Background: an optimization exercise with open tools, aiming at small area and a short achievable clock period. Do not read the settings as production practice.
Where RTL was checked, it was by simulation tests only, not by an equivalence proof against the original.
No functional check of the RTL was part of runs 2 and 3.
Power and IR drop assume default switching activity.

===== config.mk =====
export PLATFORM = sky130hd
export DESIGN_NAME = router_lpm_mc
export DESIGN_NICKNAME = router_lpm_mc
export VERILOG_FILES = /design/flow/design.v
export SDC_FILE = /design/flow/constraint.sdc
export NUM_CORES = 4
export LEC_CHECK = 0
export ABC_AREA = 1
export CAP_MARGIN = 20
export CORE_MARGIN = 2
export CORE_UTILIZATION = 55
export PLACE_DENSITY = 0.7
export SLEW_MARGIN = 20
export BUFFER_PORTS_ARGS = -buffer_cell sky130_fd_sc_hd__buf_2
export CTS_ARGS = -sink_clustering_enable -repair_clock_nets -buf_list {sky130_fd_sc_hd__clkbuf_16} -root_buf sky130_fd_sc_hd__clkbuf_16 -sink_clustering_size 24 -sink_clustering_max_diameter 70 -dont_use_dummy_load

===== constraint.sdc =====
create_clock -name core_clock -period 29.0 [get_ports {clk}]
set_input_delay 5.8000 -clock core_clock [delete_from_list [all_inputs] [get_ports {clk}]]
set_output_delay 5.8000 -clock core_clock [all_outputs]
set_load 0.01 [all_outputs]

===== design.v =====
module router_lpm_mc #(
   parameter int unsigned N_CH   = 4,
   parameter int unsigned DEPTH  = 16,
   parameter int unsigned PORT_W = 16,
   parameter int unsigned IP_W   = 32,
   localparam int unsigned CH_W  = (N_CH > 1) ? $clog2(N_CH) : 1,
   localparam int unsigned IDX_W = (DEPTH > 1) ? $clog2(DEPTH) : 1
) (
   input  logic                 clk,
   input  logic                 rst,
   input  logic [N_CH-1:0]      lkp_valid,
   output logic [N_CH-1:0]      lkp_ready,
   input  logic [N_CH*IP_W-1:0] lkp_dst_ip,
   output logic                 resp_valid,
   input  logic                 resp_ready,
   output logic [CH_W-1:0]      resp_ch,
   output logic                 resp_found,
   output logic                 resp_is_default,
   output logic [IDX_W-1:0]     resp_idx,
   output logic [PORT_W-1:0]    resp_out_port,
   output logic [IP_W-1:0]      resp_next_hop_ip,
   input  logic                 cfg_wr,
   input  logic [IDX_W-1:0]     cfg_idx,
   input  logic                 cfg_entry_valid,
   input  logic [IP_W-1:0]      cfg_prefix,
   input  logic [5:0]           cfg_prefix_len,
   input  logic [PORT_W-1:0]    cfg_out_port,
   input  logic [IP_W-1:0]      cfg_next_hop_ip,
   input  logic                 cfg_clear,
   output logic [31:0]          stat_lookups,
   output logic [31:0]          stat_misses
);
   localparam int unsigned DW = PORT_W + IP_W;    
   logic [IP_W-1:0] tbl_prefix_q [DEPTH];
   logic [5:0]      tbl_len_q    [DEPTH];
   logic [DW-1:0]   tbl_data_q   [DEPTH];
   logic       tbl_kill;
   logic [5:0] len_wdata;
   assign tbl_kill  = rst | cfg_clear;
   assign len_wdata = (tbl_kill | ~cfg_entry_valid) ? 6'h3F :
                      (cfg_prefix_len[5] ? 6'd32 : cfg_prefix_len);
   for (genvar i = 0; i < DEPTH; i++) begin : g_tbl
      logic we;
      assign we = cfg_wr & ~cfg_clear & (cfg_idx == IDX_W'(i));
      always_ff @(posedge clk) begin
         if (we | tbl_kill) tbl_len_q[i] <= len_wdata;
         if (we) begin
            tbl_prefix_q[i] <= cfg_prefix;
            tbl_data_q[i]   <= {cfg_out_port, cfg_next_hop_ip};
         end
      end
   end
   logic            stall, grant_vld;
   logic [CH_W-1:0] rr_q, rr_next;
   logic [N_CH-1:0] gnt;
   assign stall     = resp_valid & ~resp_ready;
   assign grant_vld = |lkp_valid;
   always_comb begin
      logic [N_CH-1:0] ahead;
      for (int unsigned c = 0; c < N_CH; c++) begin
         for (int unsigned j = 0; j < N_CH; j++)
            ahead[j] = (CH_W'(CH_W'(j) - rr_q) < CH_W'(CH_W'(c) - rr_q));
         gnt[c] = lkp_valid[c] & ~|(ahead & lkp_valid);
      end
   end
   assign lkp_ready = stall ? '0 : gnt;
   always_comb begin
      rr_next = '0;
      for (int unsigned c = 0; c < N_CH; c++)
         if (gnt[c]) rr_next = rr_next | CH_W'(c + 1);
   end
   logic [CH_W-1:0] gnt_ch;
   logic [IP_W-1:0] gnt_ip;
   always_comb begin
      gnt_ch = '0;
      for (int unsigned c = 0; c < N_CH; c++)
         if (gnt[c]) gnt_ch = gnt_ch | CH_W'(c);
   end
   always_comb begin
      gnt_ip = '0;
      for (int unsigned c = 0; c < N_CH; c++)
         if (gnt_ch == CH_W'(c)) gnt_ip = lkp_dst_ip[c * IP_W +: IP_W];
   end
   logic            s1_valid_q;
   logic [CH_W-1:0] s1_ch;
   logic [IP_W-1:0] s1_ip_q;
   assign s1_ch = rr_q - 1'b1;
   always_ff @(posedge clk) begin
      if (rst) begin
         rr_q       <= '0;
         s1_valid_q <= 1'b0;
      end else if (!stall) begin
         s1_valid_q <= grant_vld;
         if (grant_vld) rr_q <= rr_next;
      end
      if (!stall && grant_vld) s1_ip_q <= gnt_ip;
   end
   logic [DEPTH-1:0] match;
   for (genvar i = 0; i < DEPTH; i++) begin : g_match
      logic [5:0]      len;
      logic [IP_W-1:0] diff;
      logic [3:0]      full, part, miss;
      logic [7:0]      lead;
      assign len  = tbl_len_q[i];
      assign diff = s1_ip_q ^ tbl_prefix_q[i];
      always_comb begin
         for (int unsigned a = 0; a < 4; a++) begin
            full[a] = (len[5:3] > 3'(a));
            part[a] = (len[5:3] == 3'(a));
         end
         for (int unsigned b = 0; b < 8; b++) lead[b] = (len[2:0] > 3'(b));
         for (int unsigned a = 0; a < 4; a++) begin
            logic any_d, lead_d;
            any_d  = 1'b0;
            lead_d = 1'b0;
            for (int unsigned b = 0; b < 8; b++) begin
               any_d  = any_d | diff[31-8*a-b];
               lead_d = lead_d | (diff[31-8*a-b] & lead[b]);
            end
            miss[a] = (full[a] & any_d) | (part[a] & lead_d);
         end
      end
      assign match[i] = ~(len[5] & len[0]) & ~|miss;
   end
   function automatic logic len_gt(input logic [5:0] a, input logic [5:0] b);
      len_gt = 1'b0;
      for (int unsigned k = 0; k < 6; k++)
         len_gt = (a[k] & ~b[k]) | (~(a[k] ^ b[k]) & len_gt);
   endfunction
   localparam int unsigned NN = 2 * DEPTH - 1;
   logic             t_hit [NN];
   logic             t_win [NN];
   logic [5:0]       t_len [NN];
   logic [IDX_W-1:0] t_idx [NN];
   for (genvar i = 0; i < DEPTH; i++) begin : g_leaf
      assign t_hit[DEPTH-1+i] = match[i];
      assign t_len[DEPTH-1+i] = tbl_len_q[i];
      assign t_idx[DEPTH-1+i] = IDX_W'(i);
   end
   for (genvar n = DEPTH - 2; n >= 0; n--) begin : g_node
      logic pick_b;
      assign pick_b       = t_hit[2*n+2] & (~t_hit[2*n+1] | len_gt(t_len[2*n+2], t_len[2*n+1]));
      assign t_hit[n]     = t_hit[2*n+1] | t_hit[2*n+2];
      assign t_len[n]     = pick_b ? t_len[2*n+2] : t_len[2*n+1];
      assign t_idx[n]     = pick_b ? t_idx[2*n+2] : t_idx[2*n+1];
      assign t_win[2*n+1] = t_win[n] & ~pick_b;
      assign t_win[2*n+2] = t_win[n] & pick_b;
   end
   assign t_win[0] = t_hit[0];
   logic [DW-1:0] win_dat;
   always_comb begin
      win_dat = '0;
      for (int unsigned i = 0; i < DEPTH; i++)
         if (t_win[DEPTH-1+i]) win_dat = win_dat | tbl_data_q[i];
   end
   logic             resp_valid_q, resp_found_q, resp_dflt_q;
   logic [CH_W-1:0]  resp_ch_q;
   logic [IDX_W-1:0] resp_idx_q;
   logic [DW-1:0]    resp_dat_q;
   logic [31:0]      stat_lookups_q, stat_misses_q;
   always_ff @(posedge clk) begin
      if (rst)         resp_valid_q <= 1'b0;
      else if (!stall) resp_valid_q <= s1_valid_q;
      if (!stall && s1_valid_q) begin
         resp_ch_q    <= s1_ch;
         resp_found_q <= t_hit[0];
         resp_dflt_q  <= t_hit[0] & (t_len[0] == 6'd0);
         resp_idx_q   <= t_idx[0];
         resp_dat_q   <= win_dat;
      end
   end
   always_ff @(posedge clk) begin
      if (rst) begin
         stat_lookups_q <= '0;
         stat_misses_q  <= '0;
      end else if (resp_valid_q && resp_ready) begin
         stat_lookups_q <= stat_lookups_q + 32'd1;
         if (!resp_found_q) stat_misses_q <= stat_misses_q + 32'd1;
      end
   end
   assign resp_valid       = resp_valid_q;
   assign resp_ch          = resp_ch_q;
   assign resp_found       = resp_found_q;
   assign resp_is_default  = resp_dflt_q;
   assign resp_idx         = resp_idx_q;
   assign {resp_out_port, resp_next_hop_ip} = resp_dat_q;
   assign stat_lookups     = stat_lookups_q;
   assign stat_misses      = stat_misses_q;
endmodule

===== flow/run.sh =====
#!/bin/bash
# Layout flow: the standard flow (standard.sh), with two changes.
#  1. Synthesis runs ORFS's own synthesis script except for the final ABC mapping: the
#     combinational cone of the lkp_ready outputs is mapped first, on its own, with a
#     speed script (abc_fast.script); the rest is then mapped with an area script
#     (abc_area.script) and without the half-adder extraction step. The registers come out
#     of the same steps as in the standard synthesis.
#  2. extra.mk adds ORFS settings: the port buffer cell and the clock tree options.
# Each step's full output goes to a log file here; ORFS's own logs are under orfs/logs.
set -euo pipefail
WORK=$(pwd)
FL=$WORK/flow

# synth_core.tcl: ORFS's synth.tcl with the abc call replaced as described above
python3 - "$FLOW_HOME/scripts/synth.tcl" "$WORK/synth_core.tcl" <<'PY'
import sys
s = open(sys.argv[1]).read()
old = "  log_cmd abc {*}$abc_args\n"
assert s.count(old) == 1
new = """  select -set my_cone o:lkp_ready %cie* {t:$_*_} %i
  select -count @my_cone
  log_cmd abc -script $::env(MY_FAST_SCRIPT) {*}$lib_args {*}$lib_dont_use_args \\
    -constr $::env(OBJECTS_DIR)/abc.constr @my_cone
  log_cmd abc -script $::env(MY_ABC_SCRIPT) {*}$lib_args {*}$lib_dont_use_args \\
    -constr $::env(OBJECTS_DIR)/abc.constr
"""
open(sys.argv[2], "w").write(s.replace(old, new))
PY

cat "$FL/extra.mk" >> config.mk

sed "s#SYNTH_SCRIPT=[^ ]*#SYNTH_SCRIPT=$FL/my_synth.tcl MY_FLOW_DIR=$WORK MY_ABC_SCRIPT=$FL/abc_area.script MY_FAST_SCRIPT=$FL/abc_fast.script#" \
    standard.sh > my_standard.sh
grep -q "MY_ABC_SCRIPT" my_standard.sh

bash my_standard.sh synth ADDER_MAP_FILE= > synth.log 2>&1
bash my_standard.sh finish > layout.log 2>&1
test -f out/final.def

===== flow/abc_area.script =====
strash
&get -n
&fraig -x
&put
scorr
dc2
strash
&get -n
&dch -f
&nf -p -R 1000 -F 8
&put

===== flow/abc_fast.script =====
strash
&get -n
&st
&syn2
&if -g -K 6
&synch2
&nf
&put
buffer -c
topo
upsize -c
dnsize -c

===== flow/extra.mk =====
export BUFFER_PORTS_ARGS = -buffer_cell sky130_fd_sc_hd__buf_2
export CTS_ARGS = -sink_clustering_enable -repair_clock_nets -buf_list {sky130_fd_sc_hd__clkbuf_16} -root_buf sky130_fd_sc_hd__clkbuf_16 -sink_clustering_size 24 -sink_clustering_max_diameter 70 -dont_use_dummy_load

===== flow/my_synth.tcl =====
# synth_recipe.tcl with this flow's copy of the ORFS synthesis script (synth_core.tcl, made by
# run.sh), which differs from the original only in its ABC mapping script.
proc synth {args} { yosys synth -nofsm -noshare {*}$args }
source $::env(MY_FLOW_DIR)/synth_core.tcl
# left out here: clear keep_hierarchy, flatten, clean up, hide names made inside functions, write 1_2_yosys.v

===== standard.sh =====
#!/bin/bash
# synth_recipe.tcl (not shown) runs the flow's synth.tcl, then flattens the netlist and writes it again
# the make line also repeats each setting of config.mk as NAME=value (left out here)
make -C /OpenROAD-flow-scripts/flow DESIGN_CONFIG=/design/flow/config.mk WORK_HOME=/design/flow/orfs CLKGATE_MAP_FILE= SYNTH_SCRIPT=/design/flow/synth_recipe.tcl "${@:-finish}"

==> impl_summary.log, run 1 <==
INFO  metric run_status = timing/DRC/antenna clean
INFO  metric pin_count = 353
INFO  metric synth_cell_types = 71
INFO  metric required = 23200 ps
INFO  metric layout_overhead_on_the_synthesized_area = 11.0%
INFO  metric worst_case_clock_skew = 91.9 ps
INFO  metric yosys_most_used_dff = edfxtp_1
INFO  metric synth_seq_area_share = 0.726
INFO  metric timing.critical_path.from = lkp_valid[0]
INFO  metric floorplan.initialDensity = 0.555
INFO  metric synth-warning-count = 8
INFO  metric syn_avg_cell_area = 15.3 sq um
INFO  metric fp.dieW = 341 microns
INFO  metric max_cap_viol_count = 0
INFO  metric final.fill_count = 8289
INFO  metric wl_per_cell = 33.1 microns
INFO  metric final.period_utilization = 0.429
INFO  metric yosys.area_share.simple = 0.0811
INFO  metric numPortBuffers = 352
INFO  metric fp-row-count = 123
INFO  metric worst_case_headroom_to_the_max_slew_limit = 0.221
INFO  metric post_synthesis_compound_gate_area_fraction = 0.105
INFO  metric synth-xor-area-share = 0.0700
INFO  metric drc_errors = 0
INFO  metric max_clock_freq = 0.0803 GHz
INFO  metric numPlacedInstances = 6038
INFO  metric dp.final_hpwl = 119000 microns
INFO  metric clock_tree.htree_level_count = 3
INFO  metric power_switching = 1.15 mW
INFO  metric finalSetupTns = 0 ps
INFO  metric via_count = 42400
INFO  metric final_max_slew_violation_count = 0
INFO  metric unrepaired_setup_endpoints_after_global_routing = false
INFO  metric design.die.area = 116000 sq um
INFO  metric routabilityCongestion = 1.03
INFO  metric worstSetupEndpointType = output pin
INFO  metric switching_share = 0.264
INFO  metric cts-root-buf = clkbuf_16
INFO  metric grt_antenna_before_repair = 16
INFO  metric static-leakage-power = 22.8 nW
INFO  metric synth_nets = 4315
INFO  metric grt_overflow_total = 0
INFO  metric yosys.area_share.adder = 0.00529
INFO  metric report.power.total = 4.37 mW
INFO  metric tritoncts_sink_count = 1532
INFO  metric multi_input_logic_area = 17000 sq um
INFO  metric combinational_cell_fraction_of_total_power = 0.143
INFO  metric die_h = 341 microns
INFO  metric postCtsHoldBufs = 0
INFO  metric tritoncts = built
INFO  metric synth_edf_count = 1464
INFO  metric hp-class = reg2reg
INFO  metric cts_resized = 0
INFO  metric power_report.internal_total = 3.21 mW
INFO  metric worstSetupStartpointType = input pin
INFO  metric final_period_minus_worst_setup_slack = 12450 ps
INFO  metric insertion_delay = 720 ps
INFO  metric max_slew.worst_pin.slew = 1160 ps
INFO  metric layout-drive-gt1-share = 0.126
INFO  metric relative_contribution_of_the_clock_network_to_total_power = 0.279
INFO  metric largest_family_of_logic_cells_by_synthesized_area = compound AO/OA/AOI/OAI gates
INFO  metric tritoncts.num_buffers = 89
INFO  metric finish.cell_count_without_fillers = 6133
INFO  metric power_density = 63.0 nW/um^2
INFO  metric clk_path_buf_depth = 3
INFO  metric first_global_vias = 39800
INFO  metric postRouteAntennaNets = 0
INFO  metric first_pass_iters = 7
INFO  metric drt_iter0_markers = 7770
INFO  metric route.final.wire_length = 203000 microns
INFO  metric synthesis.area = 62400 sq um
INFO  metric grt_start_max_net_pins = 70
INFO  metric nNetsFinal = 4858
INFO  metric grt_util_all_layers = 0.344
INFO  metric postSynth.asyncResetShare = 0
INFO  metric setup_viol = 0
INFO  metric path_max_fanout = 8
INFO  metric vias_per_instance = 6.91
INFO  metric cp_data_arrival_time = 6650 ps
INFO  metric ff_latch_area = 45300 sq um
INFO  metric grt_pass1_wl = 283000 microns
INFO  metric worst_hold_slack = 491 ps
INFO  metric critPathKind = in2out
INFO  metric netlist_instances = 4087
INFO  metric pwr-share-seq = 0.579
INFO  metric finalHoldViolations = 0
INFO  metric regToRegStartpoint = tbl_len_q[13][1]
INFO  metric ys_seq_elements = 1532
INFO  metric clkSlewWorstSetupHoldPaths = 70 ps
INFO  metric post-cts-setup-buffers = 0
INFO  metric core_area = 112000 sq um
INFO  metric min-delay-start = stat_lookups_q[17]
INFO  metric muxShareOfSynthArea = 0.00740
INFO  metric vdd_ir_drop_max = 0.0584 mV
-- worst max-delay path: stages --
cell and delay [ps]:
buf_2 140, o21ai_0 160, o211a_1 280, and2_1 150, buf_2 120
-- final cells by class --
cell class                 count  area share
tap                         1500      0.0271
clock buffer                  89      0.0321
multi-input combinational   2470       0.245
sequential                  1532       0.654
timing repair buffer         452      0.0363
antenna                        5    0.000181
inverter                      85     0.00461
-- metal layers --
metal / wire length [microns] / share of wire / GRT usage
met2: 91500 / 0.45 / 0.528
met4: 11200 / 0.055 / 0.162
met1: 73400 / 0.36 / 0.472
met3: 27000 / 0.13 / 0.0757
met5: 68 / 0.00033 / 0
-- flip-flops by register name (all words and copies together) (netlist names) --
name and count:
tbl_len_q 96, stat_misses_q 32, tbl_prefix_q 512, s1_valid_q 1, s1_ip_q 32, resp_found_q 1
resp_idx_q 4, resp_dat_q 48, resp_valid_q 1, tbl_data_q 768, rr_q 2, resp_dflt_q 1
resp_ch_q 2, stat_lookups_q 32
-- synthesized netlist by cell type, drive strengths merged, types with 5 or more instances --
master	number	area [sq um]
o21bai	15	113
clkinv	82	308
or3	12	75.1
edfxtp	1464	44000
a211o	12	105
or4	6	45.0
nand2	274	1030
nor4bb	5	50.1
a31oi	25	156
a2111oi	14	123
xnor2	260	2280
o21a	13	97.6
a32oi	5	43.8
a221oi	19	179
mux2i	45	450
o21ai	176	881
and2	14	87.6
o2bb2ai	9	78.8
or2	6	37.5
nor4	49	307
o2111ai	19	166
o221ai	9	78.8
a222oi	216	2160
a22oi	61	458
a21oi	181	906
nand3	87	435
o211ai	10	75.1
nor2	176	661
maj3	33	330
and4	37	324
nor3b	7	52.6
nor4b	13	114
and4b	7	70.1
nor3	90	450
nor2b	25	156
nand2b	48	300
xor2	239	2090
nand4	74	463
o211a	5	50.1
a211oi	12	90.1
o22ai	60	375
dfxtp	68	1360
nand4b	11	96.3
and3	35	219
-- power by group through the flow --
stage                     logic (mW)  clock network [mW]  registers, mW
after floorplan                0.287                   0           2.61
after detailed placement       0.600                   0           2.57
after global routing           0.654                1.30           2.53
after global placement         0.594                   0           2.57
after CTS                      0.603                1.23           2.52
final                          0.624                1.22           2.53
-- placed cells by master, fill, tap and decap left out, types with 14 or more instances in the layout --
cell type / Yosys / layout
a2111oi_0: 14 / 14
a21oi_1: 181 / 180
a221oi_1: 17 / 17
a222oi_1: 216 / 216
a22oi_1: 61 / 61
a31oi_1: 25 / 25
and3_1: 35 / 34
and4_1: 37 / 36
buf_2: 0 / 352
buf_4: 0 / 99
clkbuf_16: 0 / 89
clkinv_1: 82 / 82
dfxtp_1: 68 / 68
edfxtp_1: 1464 / 1464
maj3_1: 33 / 33
mux2i_1: 45 / 45
nand2_1: 274 / 274
nand2b_1: 48 / 48
nand3_1: 87 / 87
nand4_1: 74 / 74
nor2_1: 176 / 153
nor2_4: 0 / 22
nor2b_1: 25 / 22
nor3_1: 90 / 87
nor4_1: 49 / 49
o2111ai_1: 19 / 19
o21ai_0: 176 / 171
o21bai_1: 15 / 15
o22ai_1: 60 / 60
xnor2_1: 260 / 260
xor2_1: 239 / 239
-- worst paths after layout --
| check | slack (ps) | endpoint | cells past startpoint |
|---|---|---|---|
| setup / recovery | 16550 | lkp_ready[1] | 5 |
| setup reg to reg | 16950 | resp_dat_q[45] | 41 |
| hold / removal | 490 | stat_lookups_q[17] | 1 |
| hold reg to reg | 490 | stat_lookups_q[17] | 1 |
-- cells by family after synthesis --
family,after synthesis
and+or+nand+nor,986
xor gates and xnor gates,499
AOI/OAI and AO/OA,906
DFF,1532
adders and majority gates,33
muxes,46
buffers and inverters,85
-- per-stage QoR --
step / utilization / instance area [sq um] / setup slack [ps]
after floorplan: - / 62400 / 16400
after global placement: 0.596 / 67000 / 16550
after detailed placement: 0.596 / 67000 / 16560
after CTS: 0.616 / 69300 / 16550
after global routing: 0.616 / 69300 / 16290
final: 0.616 / 69300 / 16550
==> run 2: changes to the inputs <==
--- a/design.v
+++ b/design.v
@@ -31,21 +31,31 @@
    output logic [31:0]          stat_misses
 );
    localparam int unsigned DW = PORT_W + IP_W;    
-   logic [IP_W-1:0] tbl_prefix_q [DEPTH];
-   logic [5:0]      tbl_len_q    [DEPTH];
-   logic [DW-1:0]   tbl_data_q   [DEPTH];
+   localparam int unsigned PW = IP_W - 4;
+   localparam logic [5:0]  CODE_INV = 6'b100000;
+   logic [PW-1:0] tbl_prefix_q [DEPTH];
+   logic [5:0]    tbl_code_q   [DEPTH];
+   logic [DW-1:0] tbl_data_q   [DEPTH];
    logic       tbl_kill;
-   logic [5:0] len_wdata;
-   assign tbl_kill  = rst | cfg_clear;
-   assign len_wdata = (tbl_kill | ~cfg_entry_valid) ? 6'h3F :
-                      (cfg_prefix_len[5] ? 6'd32 : cfg_prefix_len);
+   logic [5:0] code_wdata;
+   assign tbl_kill = rst | cfg_clear;
+   always_comb begin
+      logic [3:0] p;
+      p = cfg_prefix[3:0];
+      if (cfg_prefix_len[5] || cfg_prefix_len == 6'd32) code_wdata = {2'b11, p[0], p[1], p[2], p[3]};
+      else if (cfg_prefix_len == 6'd31)                 code_wdata = {3'b101, p[1], p[2], p[3]};
+      else if (cfg_prefix_len == 6'd30)                 code_wdata = {4'b1001, p[2], p[3]};
+      else if (cfg_prefix_len == 6'd29)                 code_wdata = {5'b10001, p[3]};
+      else                                              code_wdata = cfg_prefix_len;
+      if (tbl_kill | ~cfg_entry_valid) code_wdata = CODE_INV;
+   end
    for (genvar i = 0; i < DEPTH; i++) begin : g_tbl
       logic we;
       assign we = cfg_wr & ~cfg_clear & (cfg_idx == IDX_W'(i));
       always_ff @(posedge clk) begin
-         if (we | tbl_kill) tbl_len_q[i] <= len_wdata;
+         if (we | tbl_kill) tbl_code_q[i] <= code_wdata;
          if (we) begin
-            tbl_prefix_q[i] <= cfg_prefix;
+            tbl_prefix_q[i] <= cfg_prefix[IP_W-1:4];
             tbl_data_q[i]   <= {cfg_out_port, cfg_next_hop_ip};
          end
       end
@@ -97,16 +107,20 @@
    end
    logic [DEPTH-1:0] match;
    for (genvar i = 0; i < DEPTH; i++) begin : g_match
-      logic [5:0]      len;
-      logic [IP_W-1:0] diff;
-      logic [3:0]      full, part, miss;
-      logic [7:0]      lead;
-      assign len  = tbl_len_q[i];
-      assign diff = s1_ip_q ^ tbl_prefix_q[i];
+      logic [5:0]    code;
+      logic [4:0]    len;       
+      logic [PW-1:0] diff;
+      logic [3:0]    full, part, miss, care_lo;
+      logic [7:0]    lead;
+      logic          valid, miss_lo;
+      assign code  = tbl_code_q[i];
+      assign valid = ~(code[5] & ~|code[4:1]);
+      assign len   = code[5] ? 5'd28 : code[4:0];
+      assign diff  = s1_ip_q[IP_W-1:4] ^ tbl_prefix_q[i];
       always_comb begin
          for (int unsigned a = 0; a < 4; a++) begin
-            full[a] = (len[5:3] > 3'(a));
-            part[a] = (len[5:3] == 3'(a));
+            full[a] = (len[4:3] > 2'(a));
+            part[a] = (len[4:3] == 2'(a));
          end
          for (int unsigned b = 0; b < 8; b++) lead[b] = (len[2:0] > 3'(b));
          for (int unsigned a = 0; a < 4; a++) begin
@@ -114,13 +128,22 @@
             any_d  = 1'b0;
             lead_d = 1'b0;
             for (int unsigned b = 0; b < 8; b++) begin
-               any_d  = any_d | diff[31-8*a-b];
-               lead_d = lead_d | (diff[31-8*a-b] & lead[b]);
+               if (8*a + b < PW) begin
+                  any_d  = any_d | diff[PW-1-8*a-b];
+                  lead_d = lead_d | (diff[PW-1-8*a-b] & lead[b]);
+               end
             end
             miss[a] = (full[a] & any_d) | (part[a] & lead_d);
          end
-      end
-      assign match[i] = ~(len[5] & len[0]) & ~|miss;
+         care_lo[0] = code[5] & |code[4:1];
+         care_lo[1] = code[5] & |code[4:2];
+         care_lo[2] = code[5] & |code[4:3];
+         care_lo[3] = code[5] & code[4];
+         miss_lo = 1'b0;
+         for (int unsigned j = 0; j < 4; j++)
+            miss_lo = miss_lo | (care_lo[j] & (s1_ip_q[3-j] ^ code[j]));
+      end
+      assign match[i] = valid & ~|miss & ~miss_lo;
    end
    function automatic logic len_gt(input logic [5:0] a, input logic [5:0] b);
       len_gt = 1'b0;
@@ -134,7 +157,7 @@
    logic [IDX_W-1:0] t_idx [NN];
    for (genvar i = 0; i < DEPTH; i++) begin : g_leaf
       assign t_hit[DEPTH-1+i] = match[i];
-      assign t_len[DEPTH-1+i] = tbl_len_q[i];
+      assign t_len[DEPTH-1+i] = tbl_code_q[i];
       assign t_idx[DEPTH-1+i] = IDX_W'(i);
    end
    for (genvar n = DEPTH - 2; n >= 0; n--) begin : g_node
==> flow/abc_area.script (replaced) <==
strash
&get -n
&fraig -x
&put
scorr
dc2
strash
&get -n
&dch -f
&nf -R 1000
&put
strash
dc2
&get -n
&dch -f
&nf -R 1000
&put
==> run 2 against run 1 <==
  * Largest power group unchanged
  * Critical path type unchanged
  * Highest routed layer unchanged
  * Global-route usage is 0.73 points lower
  * Synthesized cell count is 0.54% lower
  * Total power is 2.7% lower
  * Still clean
==> impl_summary.log, run 2 <==
INFO  metric run_status = timing/DRC/antenna clean
INFO  metric reg2reg_path_depth = 44
INFO  metric static-leakage-power = 22.0 nW
INFO  metric syn_avg_cell_area = 14.9 sq um
INFO  metric required = 23200 ps
INFO  metric tritoncts_sink_count = 1468
INFO  metric final.period_utilization = 0.430
INFO  metric vdd_ir_drop_max = 0.0441 mV
INFO  metric nNetsFinal = 4832
INFO  metric grt_antenna_before_repair = 23
INFO  metric synthesis.area = 60400 sq um
INFO  metric power_report.internal_total = 3.11 mW
INFO  metric timing.rr.end = resp_dat_q[44]
INFO  metric largest_register_ff_count = 768
INFO  metric numPlacedInstances = 5931
INFO  metric worst_case_headroom_to_the_max_slew_limit = 0.124
INFO  metric synthDominantAreaCellType = edfxtp_1
INFO  metric grt_overflow_total = 0
INFO  metric layout_common_cells = edfxtp_1 (1400), buf_2 (352), xnor2_1 (240)
INFO  metric report.power.total = 4.25 mW
INFO  metric hp-class = reg2reg
INFO  metric path_max_fanout = 8
INFO  metric cts_resized = 0
INFO  metric finalHoldViolations = 0
INFO  metric clock_tree.htree_level_count = 3
INFO  metric gr-usage-met1 = 0.462
INFO  metric max_cap_viol_count = 0
INFO  metric regToRegStartpoint = s1_ip_q[30]
INFO  metric vias_per_instance = 6.90
INFO  metric synth_edf_count = 1400
INFO  metric max_flop_register = tbl_data_q
INFO  metric max_slew.worst_pin.slew = 1310 ps
INFO  metric synth_cell_types = 71
INFO  metric cts-root-buf = clkbuf_16
INFO  metric groute.layer.met3.usage = 0.0672
INFO  metric switching_share = 0.267
INFO  metric design.die.area = 113000 sq um
INFO  metric first_pass_iters = 9
INFO  metric setup.reg_to_reg.worst_slack = 17190 ps
INFO  metric numPortBuffers = 352
INFO  metric min-delay-start = stat_lookups_q[31]
INFO  metric via_count = 41600
INFO  metric groute.layer.met2.usage = 0.518
INFO  metric core_area = 109000 sq um
INFO  metric wl_per_cell = 31.9 microns
INFO  metric grt-busiest-layer = met2
INFO  metric post-cts-setup-buffers = 0
INFO  metric grt_start_max_net_pins = 70
INFO  metric worstSetupStartpointType = input pin
INFO  metric tritoncts = built
INFO  metric relative_contribution_of_the_clock_network_to_total_power = 0.273
INFO  metric insertion_delay = 700 ps
INFO  metric synth_seq_area_share = 0.718
INFO  metric synth_top_cells_by_count = edfxtp_1 (1400), nor2_1 (250), xnor2_1 (240)
INFO  metric layout_overhead_on_the_synthesized_area = 11.2%
INFO  metric final_max_slew_violation_count = 0
INFO  metric postSynth.asyncResetShare = 0
INFO  metric power_density = 63.2 nW/um^2
INFO  metric ys_seq_elements = 1468
INFO  metric fraction_of_synthesized_cell_area_taken_by_the_top_area_cell_type = 0.696
INFO  metric layout-drive-gt1-share = 0.126
INFO  metric synth_nets = 4293
INFO  metric dp.final_hpwl = 107000 microns
INFO  metric critPathKind = in2out
INFO  metric combinational_cell_fraction_of_total_power = 0.151
INFO  metric worst_case_clock_skew = 72.2 ps
INFO  metric synth-warning-count = 8
INFO  metric first_global_vias = 38800
INFO  metric fp.dieW = 335 microns
INFO  metric dp_slack = 16530 ps
INFO  metric final_period_minus_worst_setup_slack = 12480 ps
INFO  metric timing.hold.worst_endpoint = stat_lookups_q[31]
INFO  metric reg.largest.list = tbl_data_q (768), tbl_prefix_q (448), tbl_code_q (96)
INFO  metric yosys_most_used_dff = edfxtp_1
INFO  metric unrepaired_setup_endpoints_after_global_routing = false
INFO  metric post-synth-top-count-cell = edfxtp_1
INFO  metric fp-row-count = 121
INFO  metric finish.cell_count_without_fillers = 6023
INFO  metric pin_count = 353
INFO  metric floorplan.initialDensity = 0.555
INFO  metric final.fill_count = 8146
INFO  metric worstSetupEndpointType = output pin
INFO  metric drc_errors = 0
INFO  metric routabilityCongestion = 0.968
INFO  metric final_common_cell = edfxtp_1
INFO  metric grt_util_all_layers = 0.337
INFO  metric pwr-share-seq = 0.576
INFO  metric die_h = 335 microns
INFO  metric synth.top_cells.by_area = edfxtp_1 (70%), xnor2_1 (3.5%), xor2_1 (3.3%)
INFO  metric max_clock_freq = 0.0802 GHz
INFO  metric cp_data_arrival_time = 6680 ps
INFO  metric netlist_instances = 4065
INFO  metric drt_iter0_markers = 7368
INFO  metric postRouteAntennaNets = 0
INFO  metric grt_pass1_wl = 270000 microns
INFO  metric tritoncts.num_buffers = 85
INFO  metric min_path_cells = 1
INFO  metric clk_path_buf_depth = 3
INFO  metric route.final.wire_length = 192000 microns
INFO  metric postCtsHoldBufs = 0
INFO  metric clkSlewWorstSetupHoldPaths = 90 ps
INFO  metric power_switching = 1.14 mW
INFO  metric setup_viol = 0
INFO  metric finalSetupTns = 0 ps
INFO  metric worst_setup_slack_final = 16520 ps
[run 2: metrics by stage]
stage,util,hold slack [ps],instance area (sq um)
global route,0.617,500,67200
detailed placement,0.597,457,65000
CTS,0.617,471,67200
finish,0.617,472,67200
floorplan,-,471,60400
global placement,0.597,438,65000
[run 2: area by class of cell]
| type | instances | area [sq um] | area share |
|---|---|---|---|
| diodes | 7 | 17.5 | 0.000261 |
| inverters | 77 | 289 | 0.00430 |
| well taps | 1414 | 1770 | 0.0263 |
| clock buffers | 85 | 2130 | 0.0317 |
| multi-input cells | 2520 | 17100 | 0.254 |
| flip-flops and latches | 1468 | 43400 | 0.646 |
| repair buffers | 452 | 2520 | 0.0376 |
[run 2: critical path, stage by stage]
cell and delay (ps):
buf_2 140, o21ai_0 170, o211a_1 280, and2_1 160, buf_2 130
[run 2: worst max path at each step]
stage / from / endpoint / slack (ps)
after global placement: lkp_valid[0] / lkp_ready[1] / 16550
final: lkp_valid[0] / lkp_ready[1] / 16520
after global routing: lkp_valid[0] / lkp_ready[1] / 16420
after detailed placement: lkp_valid[0] / lkp_ready[1] / 16530
after floorplan: cfg_clear / tbl_code_q[0][0] / 16560
after CTS: lkp_valid[0] / lkp_ready[1] / 16530
[run 2: power groups by stage]
stage | logic [mW] | clock network [mW] | registers (mW)
global placement | 0.615 | 0 | 2.49
detailed placement | 0.622 | 0 | 2.49
finish | 0.643 | 1.16 | 2.45
CTS | 0.625 | 1.17 | 2.44
floorplan | 0.306 | 0 | 2.52
global route | 0.676 | 1.23 | 2.45
[run 2: per-layer routing]
| layer | part of all wire | vias to the layer above | routed length (microns) |
|---|---|---|---|
| met5 | 0.00044 | - | 84 |
| met4 | 0.056 | 12 | 10700 |
| met3 | 0.13 | 566 | 25000 |
| met2 | 0.45 | 3154 | 86300 |
| met1 | 0.36 | 20400 | 70000 |
| li1 | - | 17400 | - |
[run 2: logic make-up (layout without fill, tap and decap cells)]
| group | Yosys count | after routing | share of synthesized area |
|---|---|---|---|
| DFF | 1468 | 1468 | 0.718 |
| and+or+nand+nor | 988 | 988 | 0.0821 |
| adders and majority gates | 21 | 21 | 0.00348 |
| other | 0 | 7 | 0 |
| xor gates and xnor gates | 468 | 468 | 0.0678 |
| buffers and inverters | 77 | 614 | 0.00478 |
| muxes | 34 | 34 | 0.00565 |
| AOI/OAI and AO/OA | 1009 | 1009 | 0.118 |
==> run 3: changes to the inputs <==
--- a/flow/run.sh
+++ b/flow/run.sh
@@ -5,7 +5,8 @@
 #     speed script (abc_fast.script); the rest is then mapped with an area script
 #     (abc_area.script) and without the half-adder extraction step. The registers come out
 #     of the same steps as in the standard synthesis.
-#  2. extra.mk adds ORFS settings: the port buffer cell and the clock tree options.
+#  2. extra.mk adds ORFS settings: the port buffer cell, the clock tree options and a hook
+#     (port_buffers.tcl) that enlarges the buffers on the lkp_ready path's ports.
 # Each step's full output goes to a log file here; ORFS's own logs are under orfs/logs.
 set -euo pipefail
 WORK=$(pwd)
@@ -27,7 +28,7 @@
 open(sys.argv[2], "w").write(s.replace(old, new))
 PY
 
-cat "$FL/extra.mk" >> config.mk
+sed "s|\$(FLOW_DIR_OF_VERSION)|$FL|" "$FL/extra.mk" >> config.mk
 
 sed "s#SYNTH_SCRIPT=[^ ]*#SYNTH_SCRIPT=$FL/my_synth.tcl MY_FLOW_DIR=$WORK MY_ABC_SCRIPT=$FL/abc_area.script MY_FAST_SCRIPT=$FL/abc_fast.script#" \
     standard.sh > my_standard.sh
==> flow/extra.mk (replaced) <==
export BUFFER_PORTS_ARGS = -buffer_cell sky130_fd_sc_hd__buf_1
export POST_GLOBAL_PLACE_TCL = $(FLOW_DIR_OF_VERSION)/port_buffers.tcl
export CTS_ARGS = -sink_clustering_enable -repair_clock_nets -buf_list {sky130_fd_sc_hd__clkbuf_16} -root_buf sky130_fd_sc_hd__clkbuf_16 -sink_clustering_size 24 -sink_clustering_max_diameter 70 -dont_use_dummy_load
==> flow/port_buffers.tcl (new file) <==
# Runs at the end of global placement (POST_GLOBAL_PLACE_TCL). The ports are buffered with
# buf_1; the buffers on the ports of the lkp_valid/resp_ready -> lkp_ready combinational
# path are made larger.
foreach port [get_ports {lkp_valid[*] resp_ready}] {
  set net [get_nets [get_full_name $port]]
  foreach pin [get_pins -of_objects $net -filter "direction==input"] {
    set inst [get_cells -of_objects $pin]
    puts "port [get_full_name $port]: [get_full_name $inst] -> sky130_fd_sc_hd__buf_4"
    replace_cell $inst sky130_fd_sc_hd__buf_4
  }
}
foreach port [get_ports {lkp_ready[*]}] {
  set net [get_nets [get_full_name $port]]
  foreach pin [get_pins -of_objects $net -filter "direction==output"] {
    set inst [get_cells -of_objects $pin]
    puts "port [get_full_name $port]: [get_full_name $inst] -> sky130_fd_sc_hd__buf_4"
    replace_cell $inst sky130_fd_sc_hd__buf_4
  }
}
estimate_parasitics -placement
--- a/config.mk
+++ b/config.mk
@@ -11,5 +11,6 @@
 export CORE_UTILIZATION = 55
 export PLACE_DENSITY = 0.7
 export SLEW_MARGIN = 20
-export BUFFER_PORTS_ARGS = -buffer_cell sky130_fd_sc_hd__buf_2
+export BUFFER_PORTS_ARGS = -buffer_cell sky130_fd_sc_hd__buf_1
+export POST_GLOBAL_PLACE_TCL = /design/flow/flow/port_buffers.tcl
 export CTS_ARGS = -sink_clustering_enable -repair_clock_nets -buf_list {sky130_fd_sc_hd__clkbuf_16} -root_buf sky130_fd_sc_hd__clkbuf_16 -sink_clustering_size 24 -sink_clustering_max_diameter 70 -dont_use_dummy_load
==> run 3 against run 2 <==
  * First-iteration DRC count fell by 1.1%
  * Register-to-register slack improved by 80 ps
  * Clock skew grew 32 ps
  * Largest power group unchanged
  * Fmax is 0.32% higher
  * Still clean on timing, DRC and antenna
  * Global-route usage up 0.14 points
  * Critical path type unchanged
  * Synthesized area unchanged
  * Sequential power about the same
  * Critical path depth unchanged
  * Synthesized cell count did not move
  * Die area is the same
==> impl_summary.log, run 3 <==
INFO  metric run_status = timing/DRC/antenna clean
INFO  metric met1_length = 70500 microns
INFO  metric synthDominantAreaCellType = edfxtp_1
INFO  metric post-cts-setup-buffers = 0
INFO  metric dp.final_hpwl = 106000 microns
INFO  metric yosys_most_used_dff = edfxtp_1
INFO  metric setup.reg_to_reg.worst_slack = 17270 ps
INFO  metric drc_errors = 0
INFO  metric tritoncts.num_buffers = 90
INFO  metric fp-row-count = 121
INFO  metric timing.critical_path.from = lkp_valid[0]
INFO  metric final_common_cell = edfxtp_1
INFO  metric critical_path.endpoint = lkp_ready[1]
INFO  metric cts-root-buf = clkbuf_16
INFO  metric synth-xor-area-share = 0.0678
INFO  metric clock_tree.htree_level_count = 3
INFO  metric numPortBuffers = 352
INFO  metric met3RoutedLength = 24100 microns
INFO  metric netlist_instances = 4065
INFO  metric grt_util_all_layers = 0.338
INFO  metric drt_iter0_markers = 7288
INFO  metric muxShareOfSynthArea = 0.00565
INFO  metric report.power.total = 4.29 mW
INFO  metric insertion_delay = 710 ps
INFO  metric unrepaired_setup_endpoints_after_global_routing = false
INFO  metric clk_path_buf_depth = 3
INFO  metric power_density = 64.1 nW/um^2
INFO  metric finalHoldViolations = 0
INFO  metric static-leakage-power = 21.1 nW
INFO  metric max_clock_freq = 0.0804 GHz
INFO  metric critPathKind = in2out
INFO  metric clkSlewWorstSetupHoldPaths = 90 ps
INFO  metric reg.largest.list = tbl_data_q (768), tbl_prefix_q (448), tbl_code_q (96)
INFO  metric setup_viol = 0
INFO  metric post_synthesis_compound_gate_area_fraction = 0.118
INFO  metric worst_case_headroom_to_the_max_slew_limit = 0.173
INFO  metric synth_seq_area_share = 0.718
INFO  metric worstSetupStartpointType = input pin
INFO  metric met2_routed_wl = 87800 microns
INFO  metric regToRegStartpoint = s1_ip_q[10]
INFO  metric core_area = 109000 sq um
INFO  metric final_max_slew_violation_count = 0
INFO  metric reg2reg_path_depth = 43
INFO  metric finalSetupTns = 0 ps
INFO  metric final_period_minus_worst_setup_slack = 12440 ps
INFO  metric grt_overflow_total = 0
INFO  metric synthesis.area = 60400 sq um
INFO  metric synth_edf_count = 1400
INFO  metric yosys.area_share.adder = 0.00348
INFO  metric max_slew.worst_pin.slew = 1240 ps
INFO  metric cts_resized = 0
INFO  metric timing.rr.end = resp_dat_q[23]
INFO  metric first_global_vias = 38500
INFO  metric vias_per_instance = 6.85
INFO  metric design.die.area = 113000 sq um
INFO  metric layout-drive-gt1-share = 0.0597
INFO  metric fp.dieW = 335 microns
INFO  metric grt_antenna_before_repair = 12
INFO  metric synth_top_cells_by_count = edfxtp_1 (1400), nor2_1 (250), xnor2_1 (240)
INFO  metric postRouteAntennaNets = 0
INFO  metric max_cap_viol_count = 0
INFO  metric vdd_ir_drop_max = 0.0626 mV
INFO  metric layout_common_cells = edfxtp_1 (1400), buf_1 (314), xnor2_1 (240)
INFO  metric synth-warning-count = 8
INFO  metric synth_cell_types = 71
INFO  metric wl_per_cell = 32.1 microns
INFO  metric post-synth-top-count-cell = edfxtp_1
INFO  metric via_count = 41300
INFO  metric postCtsHoldBufs = 0
INFO  metric yosys.area_share.simple = 0.0821
INFO  metric synth.top_cells.by_area = edfxtp_1 (70%), xnor2_1 (3.5%), xor2_1 (3.3%)
INFO  metric nNetsFinal = 4839
INFO  metric grt_start_max_net_pins = 70
INFO  metric route.top_layer_used = met5
INFO  metric hp-class = reg2reg
INFO  metric grt_pass1_wl = 271000 microns
INFO  metric final.fill_count = 8200
INFO  metric pin_count = 353
INFO  metric tritoncts_sink_count = 1468
INFO  metric largest_register_ff_count = 768
INFO  metric fraction_of_synthesized_cell_area_taken_by_the_top_area_cell_type = 0.696
INFO  metric path_max_fanout = 8
INFO  metric synth_nets = 4293
INFO  metric syn_avg_cell_area = 14.9 sq um
INFO  metric first_pass_iters = 11
INFO  metric route.final.wire_length = 193000 microns
INFO  metric die_h = 335 microns
INFO  metric max_flop_register = tbl_data_q
INFO  metric ys_seq_elements = 1468
INFO  metric cp_data_arrival_time = 6640 ps
INFO  metric floorplan.initialDensity = 0.555
INFO  metric required = 23200 ps
INFO  metric tritoncts = built
INFO  metric worst_case_clock_skew = 104 ps
INFO  metric postSynth.asyncResetShare = 0
INFO  metric worstSetupEndpointType = output pin
INFO  metric final.period_utilization = 0.429
INFO  metric layout_overhead_on_the_synthesized_area = 10.8%
INFO  metric largest_family_of_logic_cells_by_synthesized_area = compound AO/OA/AOI/OAI gates
-- run 3: cell counts after synthesis --
Identical to the previous run, type by type.
-- run 3: area by class of cell --
cell class                 instances  area [sq um]  area share
clock buffer                      90          2250      0.0336
sequential                      1468         43400       0.648
inverter                          77           289     0.00432
antenna                            2          5.00   0.0000747
multi-input combinational       2520         17100       0.255
tap                             1414          1770      0.0264
timing repair buffer             454          2200      0.0329
-- run 3: cells by family (layout without fill, tap and decap cells) --
group / after synthesis / count (layout)
compound gates: 1009 / 1009
xor+xnor: 468 / 468
fa+ha+maj: 21 / 21
buf+inv: 77 / 621
flops: 1468 / 1468
mux: 34 / 34
other cells: 0 / 2
simple gates: 988 / 988
-- run 3: critical path: stages --
cell	delay, ps
buf_4	140
o21ai_0	150
o211a_1	270
and2_1	150
buf_4	120
-- run 3: metrics by stage --
stage	utilization	instances	hold slack (ps)	setup WS, ps	cell area [sq um]
finish	0.615	6025	478	16560	67000
global route	0.615	6024	519	16450	67000
CTS	0.615	6019	488	16560	66900
detailed placement	0.594	5929	475	16570	64600
global placement	0.594	5929	442	16470	64600
floorplan	-	4065	471	16560	60400
-- run 3: worst min path at each step --
stage / from / to / slack, ps / cells after the start
6_report: stat_lookups_q[31] / stat_lookups_q[31] / 480 / 1
5_1_grt: stat_lookups_q[31] / stat_lookups_q[31] / 520 / 1
4_1_cts: stat_lookups_q[31] / stat_lookups_q[31] / 490 / 1
3_5_place_dp: stat_lookups_q[31] / stat_lookups_q[31] / 480 / 1
3_3_place_gp: stat_lookups_q[31] / stat_lookups_q[31] / 440 / 1
2_1_floorplan: s1_valid_q / s1_valid_q / 470 / 2
-- run 3: per-layer routing --
metal | vias up | track usage
met1 | 20300 | 0.452
met4 | 10 | 0.164
li1 | 17400 | -
met2 | 2990 | 0.528
met3 | 583 | 0.0754
met5 | - | 0
-- run 3: power breakdown --
group          switching [mW]  total (mW)  internal [mW]
clock network           0.652        1.20          0.549
logic                   0.450       0.656          0.206
registers              0.0512        2.43           2.38
total                    1.15        4.29           3.14
==> run 4: changes to the inputs <==
--- a/design.v
+++ b/design.v
@@ -74,18 +74,18 @@
       end
    end
    assign lkp_ready = stall ? '0 : gnt;
-   always_comb begin
-      rr_next = '0;
-      for (int unsigned c = 0; c < N_CH; c++)
-         if (gnt[c]) rr_next = rr_next | CH_W'(c + 1);
-   end
    logic [CH_W-1:0] gnt_ch;
    logic [IP_W-1:0] gnt_ip;
    always_comb begin
-      gnt_ch = '0;
-      for (int unsigned c = 0; c < N_CH; c++)
-         if (gnt[c]) gnt_ch = gnt_ch | CH_W'(c);
-   end
+      logic [N_CH-1:0] rot;
+      logic [CH_W-1:0] first;
+      for (int unsigned k = 0; k < N_CH; k++) rot[k] = lkp_valid[CH_W'(rr_q + CH_W'(k))];
+      first = '0;
+      for (int k = N_CH - 1; k >= 0; k--)
+         if (rot[k]) first = CH_W'(k);
+      gnt_ch = rr_q + first;
+   end
+   assign rr_next = gnt_ch + 1'b1;
    always_comb begin
       gnt_ip = '0;
       for (int unsigned c = 0; c < N_CH; c++)
==> run 4 against run 3 <==
  * Cell area down 0.43%
  * Via count is 0.32% higher
  * Critical path depth is the same
  * Register-to-register slack worse by 130 ps
  * Global-route usage up 0.81 points
  * Worst setup slack gained 54 ps
  * Sequential cell count unchanged
  * Fmax grew 0.43%
  * Wire length grew 1.6%
  * Still clean on timing, DRC and antenna
  * Non-clock buffer count fell by 2
  * Synthesized area fell by 0.27%
==> impl_summary.log, run 4 <==
INFO  metric core_area = 109000 sq um
INFO  metric layout_overhead_on_the_synthesized_area = 10.6%
INFO  metric crit_buf_inv = 2
INFO  metric critPathKind = in2out
INFO  metric worstSetupStartpointType = input pin
INFO  metric hp-class = reg2reg
INFO  metric fraction_of_synthesized_cell_area_taken_by_the_top_area_cell_type = 0.698
INFO  metric largest_register_ff_count = 768
INFO  metric die_h = 335 microns
INFO  metric max_slew.worst_pin.slew = 1140 ps
INFO  metric nNetsFinal = 4786
INFO  metric post-synth-top-count-cell = edfxtp_1
INFO  metric synth_edf_count = 1400
INFO  metric setup_viol = 0
INFO  metric grt_pass1_wl = 275000 microns
INFO  metric drc_errors = 0
INFO  metric synth-warning-count = 8
INFO  metric fp-row-count = 121
INFO  metric cts_resized = 0
INFO  metric power_density = 74.8 nW/um^2
INFO  metric yosys.area_share.simple = 0.0783
INFO  metric grt_start_max_net_pins = 70
INFO  metric cts-root-buf = clkbuf_16
INFO  metric postRouteAntennaNets = 0
INFO  metric max_flop_register = tbl_data_q
INFO  metric yosys.area_share.adder = 0.00349
INFO  metric final.period_utilization = 0.427
INFO  metric static-leakage-power = 21.0 nW
INFO  metric layout-drive-gt1-share = 0.0586
INFO  metric grt_antenna_before_repair = 11
INFO  metric via_count = 41400
INFO  metric synth-xor-area-share = 0.0683
INFO  metric finish.cell_count_without_fillers = 5982
INFO  metric finalSetupTns = 0 ps
INFO  metric run_status = timing/DRC/antenna clean
INFO  metric worst_path_largest_cell_delay = 280 ps
INFO  metric fp.dieW = 335 microns
INFO  metric tritoncts.num_buffers = 88
INFO  metric numPortBuffers = 352
INFO  metric route.final.wire_length = 196000 microns
INFO  metric final_period_minus_worst_setup_slack = 12380 ps
INFO  metric postCtsHoldBufs = 0
INFO  metric dp.final_hpwl = 110000 microns
INFO  metric synth_cell_types = 64
INFO  metric synthDominantAreaCellType = edfxtp_1
INFO  metric synth_top_cells_by_count = edfxtp_1 (1400), nor2_1 (257), xnor2_1 (245)
INFO  metric max_clock_freq = 0.0808 GHz
INFO  metric grt_util_all_layers = 0.346
INFO  metric max_cap_viol_count = 0
INFO  metric largest_family_of_logic_cells_by_synthesized_area = compound AO/OA/AOI/OAI gates
INFO  metric yosys_most_used_dff = edfxtp_1
INFO  metric postSynth.asyncResetShare = 0
INFO  metric vias_per_instance = 6.92
INFO  metric synth_nets = 4244
INFO  metric netlist_instances = 4016
INFO  metric final_common_cell = edfxtp_1
INFO  metric grt_overflow_total = 0
INFO  metric tritoncts = built
INFO  metric vdd_ir_drop_max = 0.0604 mV
INFO  metric clk_path_buf_depth = 3
INFO  metric worst_case_clock_skew = 84.6 ps
INFO  metric first_pass_iters = 13
INFO  metric synth_seq_area_share = 0.720
INFO  metric pin_count = 353
INFO  metric layout_common_cells = edfxtp_1 (1400), buf_1 (315), xnor2_1 (245)
INFO  metric worst_case_headroom_to_the_max_slew_limit = 0.237
INFO  metric insertion_delay = 710 ps
INFO  metric worstSetupEndpointType = output pin
INFO  metric floorplan.initialDensity = 0.554
INFO  metric tritoncts_sink_count = 1468
INFO  metric timing.critical_path.mode_cell = buf_4
INFO  metric finalHoldViolations = 0
INFO  metric worst_setup_slack_final = 16620 ps
INFO  metric cp_cell_instances = buf_4, nand2b_4, and3b_1, o311a_1, buf_4
INFO  metric final_max_slew_violation_count = 0
INFO  metric drt_iter0_markers = 7706
INFO  metric reg.largest.list = tbl_data_q (768), tbl_prefix_q (448), tbl_code_q (96)
INFO  metric post_synthesis_compound_gate_area_fraction = 0.116
INFO  metric required = 23200 ps
INFO  metric numPlacedInstances = 5882
INFO  metric clkSlewWorstSetupHoldPaths = 80 ps
INFO  metric synth.top_cells.by_area = edfxtp_1 (70%), a222oi_1 (3.8%), xnor2_1 (3.6%)
INFO  metric cp_data_arrival_time = 6580 ps
INFO  metric synthesis.area = 60300 sq um
INFO  metric path_max_fanout = 7
INFO  metric unrepaired_setup_endpoints_after_global_routing = false
INFO  metric post-cts-setup-buffers = 0
INFO  metric first_global_vias = 38700
INFO  metric design.die.area = 112000 sq um
INFO  metric critPathSlowestCell = o311a_1
INFO  metric setup.reg_to_reg.worst_slack = 17140 ps
INFO  metric syn_avg_cell_area = 15.0 sq um
INFO  metric ys_seq_elements = 1468
INFO  metric dp_slack = 16630 ps
INFO  metric muxShareOfSynthArea = 0.00826
INFO  metric critical-path-top-delay-family = compound AO/OA/AOI/OAI gates
INFO  metric clock_tree.htree_level_count = 3
INFO  metric wl_per_cell = 32.8 microns
[run 4: kinds of logic after synthesis]
family                   after synthesis
XOR/XNOR                             470
buffers and inverters                 83
adder cells (fa/ha/maj)               21
AND/OR/NAND/NOR                      964
AO/OA/AOI/OAI                        961
flip-flops                          1468
multiplexers                          49
[run 4: worst paths after layout]
check                                   startpoint            endpoint  cells past startpoint
worst min register to register  stat_lookups_q[30]  stat_lookups_q[30]                      1
worst max register to register         s1_ip_q[14]       resp_dat_q[9]                     40
worst min-delay path            stat_lookups_q[30]  stat_lookups_q[30]                      1
worst max-delay path                  lkp_valid[2]        lkp_ready[0]                      5
[run 4: worst reg2reg max path, delay by kind of cell (launching register included)]
| kind | cells | cell delay (ps) |
|---|---|---|
| flops | 1 | 1000 |
| buf+inv | 3 | 1330 |
| fa+ha+maj | 2 | 710 |
| mux | 1 | 420 |
| xor+xnor | 1 | 130 |
| compound gates | 21 | 4540 |
| simple gates | 12 | 3550 |
[run 4: cell type report]
class                           count  area, sq um
Antenna cell                       12         30.0
Clock buffer                       88         2200
Fill cell                        8208        42000
Inverter                           83          312
Multi-Input combinational cell   2465        16800
Sequential cell                  1468        43400
Tap cell                         1414         1770
Timing Repair Buffer              452         2140
[run 4: power breakdown]
group / internal (mW) / leakage (nW) / total [mW] / switching, mW
Sequential: 2.42 / 13.4 / 2.51 / 0.0957
Clock: 0.538 / 1.08 / 1.18 / 0.643
Combinational: 0.411 / 6.50 / 1.30 / 0.887
[run 4: metal layers]
| metal | GRT usage | part of all wire | up-vias |
|---|---|---|---|
| met4 | 0.152 | 0.049 | 2 |
| met3 | 0.0844 | 0.13 | 555 |
| met2 | 0.524 | 0.44 | 3029 |
| met1 | 0.480 | 0.37 | 20500 |
| met5 | 0 | 0.000056 | - |
| li1 | - | - | 17300 |
[run 4: per-stage QoR]
stage | instance area, sq um | hold WS [ps] | util | power, mW
after detailed placement | 64500 | 479 | 0.593 | 3.81
after floorplan | 60300 | 471 | - | 3.26
final | 66700 | 494 | 0.614 | 4.99
after global placement | 64400 | 465 | 0.593 | 3.80
after global routing | 66700 | 524 | 0.613 | 5.13
after CTS | 66700 | 501 | 0.613 | 4.96
==> run 5: changes to the inputs <==
==> flow/extra.mk (replaced) <==
export BUFFER_PORTS_ARGS = -buffer_cell sky130_fd_sc_hd__buf_1
export POST_GLOBAL_PLACE_TCL = $(FLOW_DIR_OF_VERSION)/port_buffers.tcl
export CTS_ARGS = -sink_clustering_enable -repair_clock_nets -buf_list {sky130_fd_sc_hd__clkbuf_16} -root_buf sky130_fd_sc_hd__clkbuf_16 -sink_clustering_size 28 -sink_clustering_max_diameter 100 -dont_use_dummy_load
==> config.mk (replaced) <==
export PLATFORM = sky130hd
export DESIGN_NAME = router_lpm_mc
export DESIGN_NICKNAME = router_lpm_mc
export VERILOG_FILES = /design/flow/design.v
export SDC_FILE = /design/flow/constraint.sdc
export NUM_CORES = 4
export LEC_CHECK = 0
export ABC_AREA = 1
export CAP_MARGIN = 20
export CORE_MARGIN = 2
export CORE_UTILIZATION = 55
export GPL_TIMING_DRIVEN = 0
export PLACE_DENSITY = 0.7
export SLEW_MARGIN = 20
export BUFFER_PORTS_ARGS = -buffer_cell sky130_fd_sc_hd__buf_1
export POST_GLOBAL_PLACE_TCL = /design/flow/flow/port_buffers.tcl
export CTS_ARGS = -sink_clustering_enable -repair_clock_nets -buf_list {sky130_fd_sc_hd__clkbuf_16} -root_buf sky130_fd_sc_hd__clkbuf_16 -sink_clustering_size 28 -sink_clustering_max_diameter 100 -dont_use_dummy_load
==> run 5 against run 4 <==
  * Synthesized area did not move
  * Worst setup slack got worse by 5.9 ps
  * Critical path depth did not move
  * Via count rose by 0.39%
  * Clock power fell by 17%
  * Core utilization rose by 2.7 points
==> impl_summary.log, run 5 <==
INFO  metric run_status = timing/DRC/antenna clean
INFO  metric worstSetupStartpointType = input pin
INFO  metric finish.cell_count_without_fillers = 6101
INFO  metric numPlacedInstances = 6027
INFO  metric route.final.wire_length = 194000 microns
INFO  metric postCtsHoldBufs = 0
INFO  metric grt_pass1_wl = 272000 microns
INFO  metric design.die.area = 112000 sq um
INFO  metric numPortBuffers = 352
INFO  metric synth_edf_count = 1400
INFO  metric syn_avg_cell_area = 15.0 sq um
INFO  metric layout-drive-gt1-share = 0.0830
INFO  metric clk_path_buf_depth = 3
INFO  metric nNetsFinal = 4903
INFO  metric cp_cell_instances = buf_4, nand2b_4, and3b_1, o311a_1, buf_4
INFO  metric wl_per_cell = 31.7 microns
INFO  metric final.period_utilization = 0.427
INFO  metric worst_path_largest_cell_delay = 290 ps
INFO  metric tritoncts_sink_count = 1468
INFO  metric tritoncts.num_buffers = 59
INFO  metric synth_cell_types = 64
INFO  metric path_max_fanout = 7
INFO  metric netlist_instances = 4016
INFO  metric worst_case_clock_skew = 110 ps
INFO  metric synth.top_cells.by_area = edfxtp_1 (70%), a222oi_1 (3.8%), xnor2_1 (3.6%)
INFO  metric largest_register_ff_count = 768
INFO  metric ys_seq_elements = 1468
INFO  metric clock_tree.htree_level_count = 2
INFO  metric max_slew.worst_pin.slew = 1260 ps
INFO  metric critPathKind = in2out
INFO  metric cts-root-buf = clkbuf_16
INFO  metric hp-class = reg2reg
INFO  metric synth_seq_area_share = 0.720
INFO  metric pwr-share-seq = 0.516
INFO  metric critPathSlowestCell = o311a_1
INFO  metric grt_overflow_total = 0
INFO  metric drt_iter0_markers = 7145
INFO  metric vias_per_instance = 6.81
INFO  metric postRouteAntennaNets = 0
INFO  metric yosys_most_used_dff = edfxtp_1
INFO  metric cp_data_arrival_time = 6590 ps
INFO  metric fraction_of_synthesized_cell_area_taken_by_the_top_area_cell_type = 0.698
INFO  metric layout_overhead_on_the_synthesized_area = 15.5%
INFO  metric power_switching = 1.60 mW
INFO  metric via_count = 41600
INFO  metric die_h = 335 microns
INFO  metric synth_nets = 4244
INFO  metric post-synth-top-count-cell = edfxtp_1
INFO  metric fp-row-count = 121
INFO  metric first_global_vias = 39000
INFO  metric power_report.internal_total = 3.33 mW
INFO  metric switching_share = 0.324
INFO  metric vdd_ir_drop_max = 0.0644 mV
INFO  metric worstSetupEndpointType = output pin
INFO  metric dp.final_hpwl = 134000 microns
INFO  metric floorplan.initialDensity = 0.554
INFO  metric finalSetupTns = 0 ps
INFO  metric grt_antenna_before_repair = 20
INFO  metric reg.largest.list = tbl_data_q (768), tbl_prefix_q (448), tbl_code_q (96)
INFO  metric core_area = 109000 sq um
INFO  metric synthesis.area = 60300 sq um
INFO  metric power_density = 70.9 nW/um^2
INFO  metric drc_errors = 0
INFO  metric fp.dieW = 335 microns
INFO  metric static-leakage-power = 22.2 nW
INFO  metric max_flop_register = tbl_data_q
INFO  metric postSynth.asyncResetShare = 0
INFO  metric relative_contribution_of_the_clock_network_to_total_power = 0.197
INFO  metric grt_start_max_net_pins = 42
INFO  metric pin_count = 353
INFO  metric synth-warning-count = 8
INFO  metric combinational_cell_fraction_of_total_power = 0.287
INFO  metric tritoncts = built
INFO  metric synth_top_cells_by_count = edfxtp_1 (1400), nor2_1 (257), xnor2_1 (245)
INFO  metric synthDominantAreaCellType = edfxtp_1
INFO  metric max_clock_freq = 0.0807 GHz
INFO  metric clkSlewWorstSetupHoldPaths = 100 ps
INFO  metric cts_resized = 0
INFO  metric timing.critical_path.mode_cell = buf_4
INFO  metric layout_common_cells = edfxtp_1 (1400), buf_1 (314), xnor2_1 (245)
INFO  metric insertion_delay = 760 ps
INFO  metric final_common_cell = edfxtp_1
INFO  metric required = 23200 ps
INFO  metric final_period_minus_worst_setup_slack = 12390 ps
INFO  metric grt_util_all_layers = 0.339
INFO  metric finalHoldViolations = 0
INFO  metric worst_case_headroom_to_the_max_slew_limit = 0.163
INFO  metric unrepaired_setup_endpoints_after_global_routing = false
INFO  metric max_cap_viol_count = 0
INFO  metric setup_viol = 0
INFO  metric final_max_slew_violation_count = 0
INFO  metric first_pass_iters = 10
INFO  metric post-cts-setup-buffers = 0
-- run 5: layout make-up --
| type | instances | area [sq um] |
|---|---|---|
| sequential | 1468 | 43400 |
| fill | 7869 | 39100 |
| multi-input combinational | 2465 | 16800 |
| timing repair buffer | 598 | 5780 |
| tap | 1414 | 1770 |
| clock buffer | 59 | 1480 |
| inverter | 83 | 312 |
| antenna | 14 | 35.0 |
-- run 5: stage by stage --
stage	setup WS [ps]	hold WS (ps)	total power [mW]	utilization	area (sq um)
after floorplan	16560	471	3.26	-	60300
after global placement	8730	467	3.75	0.583	63400
after detailed placement	16610	478	3.96	0.627	68100
after CTS	16610	499	4.90	0.640	69600
after global routing	15710	533	5.07	0.640	69600
final	16610	501	4.93	0.640	69600
-- run 5: cells by family after synthesis --
| logic type | Yosys count | share of synthesized area |
|---|---|---|
| XOR/XNOR | 470 | 0.0683 |
| AO/OA/AOI/OAI | 961 | 0.116 |
| multiplexers | 49 | 0.00826 |
| AND/OR/NAND/NOR | 964 | 0.0783 |
| flip-flops | 1468 | 0.720 |
| adder cells (fa/ha/maj) | 21 | 0.00349 |
| buffers and inverters | 83 | 0.00517 |
-- run 5: layer usage --
layer  vias up  GRT usage  part of all wire
li1      17500          -                 -
met1     20500      0.466              0.37
met2      3028      0.524              0.45
met3       493     0.0745              0.13
met4         4      0.152             0.048
met5         -          0           0.00014
-- run 5: power groups by stage --
stage               Sequential [mW]  Clock, mW  Combinational, mW
floorplan                      2.63          0              0.629
global placement               2.86          0              0.881
detailed placement             2.59          0               1.37
CTS                            2.54      0.977               1.38
global route                   2.55       1.04               1.48
finish                         2.55      0.974               1.41
-- run 5: worst paths after layout --
| kind | start | end | slack, ps | cells past startpoint |
|---|---|---|---|---|
| max | lkp_valid[2] | lkp_ready[0] | 16610 | 5 |
| min | stat_misses_q[30] | stat_misses_q[30] | 500 | 1 |
| max reg2reg | s1_ip_q[29] | resp_dat_q[18] | 16700 | 44 |
| min reg2reg | stat_misses_q[30] | stat_misses_q[30] | 500 | 1 |
-- run 5: critical path: cells and delay by family --
| family | cells | cell delay, ps |
|---|---|---|
| and+or+nand+nor | 2 | 220 |
| buffers and inverters | 2 | 280 |
| AOI/OAI and AO/OA | 1 | 290 |
==> run 6: changes to the inputs <==
--- a/config.mk
+++ b/config.mk
@@ -9,7 +9,6 @@
 export CAP_MARGIN = 20
 export CORE_MARGIN = 2
 export CORE_UTILIZATION = 55
-export GPL_TIMING_DRIVEN = 0
 export PLACE_DENSITY = 0.7
 export SLEW_MARGIN = 20
 export BUFFER_PORTS_ARGS = -buffer_cell sky130_fd_sc_hd__buf_1
==> run 6 against run 5 <==
  * Sequential share of layout area rose by 3.4 points
  * Cell area fell by 5.2%
  * Synthesized cell count did not move
  * Non-clock buffer count fell by 146
  * Die area did not move
  * Core utilization fell by 3.3 points
  * Fmax barely moved
  * Critical path type unchanged
  * Critical endpoint unchanged
  * Largest cell class unchanged
  * Highest routed layer unchanged
==> impl_summary.log, run 6 <==
INFO  metric drt_iter0_markers = 7499
INFO  metric insertion_delay = 730 ps
INFO  metric clk_path_buf_depth = 3
INFO  metric ys_seq_elements = 1468
INFO  metric combinational_cell_fraction_of_total_power = 0.271
INFO  metric grt_start_max_net_pins = 70
INFO  metric hp-class = reg2reg
INFO  metric path_max_fanout = 7
INFO  metric timing.critical_path.mode_cell = buf_4
INFO  metric final_max_slew_violation_count = 0
INFO  metric pin_count = 353
INFO  metric numPortBuffers = 352
INFO  metric worstSetupEndpointType = output pin
INFO  metric core_area = 109000 sq um
INFO  metric via_count = 41200
INFO  metric worstSetupStartpointType = input pin
INFO  metric power_density = 72.6 nW/um^2
INFO  metric route.final.wire_length = 196000 microns
INFO  metric synth_top_cells_by_count = edfxtp_1 (1400), nor2_1 (257), xnor2_1 (245)
INFO  metric tritoncts_sink_count = 1468
INFO  metric critical-path-top-delay-family = compound AO/OA/AOI/OAI gates
INFO  metric worst_path_largest_cell_delay = 280 ps
INFO  metric cts_resized = 0
INFO  metric post-cts-setup-buffers = 0
INFO  metric layout_common_cells = edfxtp_1 (1400), buf_1 (315), xnor2_1 (245)
INFO  metric post-synth-top-count-cell = edfxtp_1
INFO  metric finalSetupTns = 0 ps
INFO  metric netlist_instances = 4016
INFO  metric relative_contribution_of_the_clock_network_to_total_power = 0.205
INFO  metric grt_util_all_layers = 0.345
INFO  metric required = 23200 ps
INFO  metric fp.dieW = 335 microns
INFO  metric worst_case_clock_skew = 101 ps
INFO  metric run_status = timing/DRC/antenna clean
INFO  metric dp.final_hpwl = 110000 microns
INFO  metric synth.top_cells.by_area = edfxtp_1 (70%), a222oi_1 (3.8%), xnor2_1 (3.6%)
INFO  metric worst_hold_slack = 497 ps
INFO  metric final_common_cell = edfxtp_1
INFO  metric drc_errors = 0
INFO  metric tritoncts.num_buffers = 60
INFO  metric layout_overhead_on_the_synthesized_area = 9.48%
INFO  metric reg.largest.list = tbl_data_q (768), tbl_prefix_q (448), tbl_code_q (96)
INFO  metric grt_antenna_before_repair = 17
INFO  metric postSynth.asyncResetShare = 0
INFO  metric synthDominantAreaCellType = edfxtp_1
INFO  metric pwr-share-seq = 0.524
INFO  metric max_slew.worst_pin.slew = 1160 ps
INFO  metric max_clock_freq = 0.0808 GHz
INFO  metric final.fill_count = 8285
[run 6: cell counts after synthesis]
Identical to the previous run, type by type.
[run 6: kinds of logic (layout without fill, tap and decap cells)]
kind of cell / after synthesis / after routing / synth area share
buffers and inverters: 83 / 595 / 0.00517
muxes: 49 / 49 / 0.00826
DFF: 1468 / 1468 / 0.720
AOI/OAI and AO/OA: 961 / 961 / 0.116
xor gates and xnor gates: 470 / 470 / 0.0683
and+or+nand+nor: 964 / 964 / 0.0783
adders and majority gates: 21 / 21 / 0.00349
other: 0 / 10 / 0
[run 6: path summary, 6_finish.rpt]
kind | start | end | slack [ps] | cells past startpoint
max | lkp_valid[2] | lkp_ready[0] | 16620 | 5
min | stat_lookups_q[30] | stat_lookups_q[30] | 500 | 1
max reg2reg | s1_ip_q[14] | resp_dat_q[19] | 17230 | 40
min reg2reg | stat_lookups_q[30] | stat_lookups_q[30] | 500 | 1
[run 6: final cells by class]
class                   count  area [sq um]  area share
diodes                     10          25.0    0.000379
clock buffers              60          1500      0.0228
inverters                  83           312     0.00472
multi-input cells        2465         16800       0.255
flip-flops and latches   1468         43400       0.658
well taps                1414          1770      0.0268
repair buffers            452          2140      0.0324
[run 6: metal layers]
| layer | vias to the layer above | GRT usage | wire, microns |
|---|---|---|---|
| li1 | 17200 | - | - |
| met1 | 20500 | 0.484 | 73000 |
| met2 | 3108 | 0.529 | 88200 |
| met3 | 463 | 0.0732 | 26000 |
| met4 | 2 | 0.140 | 8500 |
| met5 | - | 0 | 13 |
[run 6: stage by stage]
| step | setup WS, ps | instances | cell area (sq um) | util |
|---|---|---|---|---|
| 2_1_floorplan | 16560 | 4016 | 60300 | - |
| 3_3_place_gp | 16450 | 5882 | 64400 | 0.593 |
| 3_5_place_dp | 16630 | 5882 | 64500 | 0.593 |
| 4_1_cts | 16620 | 5942 | 66000 | 0.607 |
| 5_1_grt | 16570 | 5945 | 66000 | 0.607 |
| 6_report | 16620 | 5952 | 66000 | 0.607 |
[run 6: power by group through the flow]
stage | registers (mW) | clock network [mW] | logic (mW)
6_report | 2.51 | 0.980 | 1.30
5_1_grt | 2.51 | 1.05 | 1.36
4_1_cts | 2.51 | 0.986 | 1.26
3_5_place_dp | 2.55 | 0 | 1.25
3_3_place_gp | 2.55 | 0 | 1.25
2_1_floorplan | 2.63 | 0 | 0.629

Re-timed with assumed drivers on the ports (clkbuf_16 on the clock, buf_2 on other inputs), run 6 has 16.590 ns of setup slack against 16.620 ns with ideal ports, and 16.590 ns once port delays also move by the mid clock arrival of 0.756 ns.
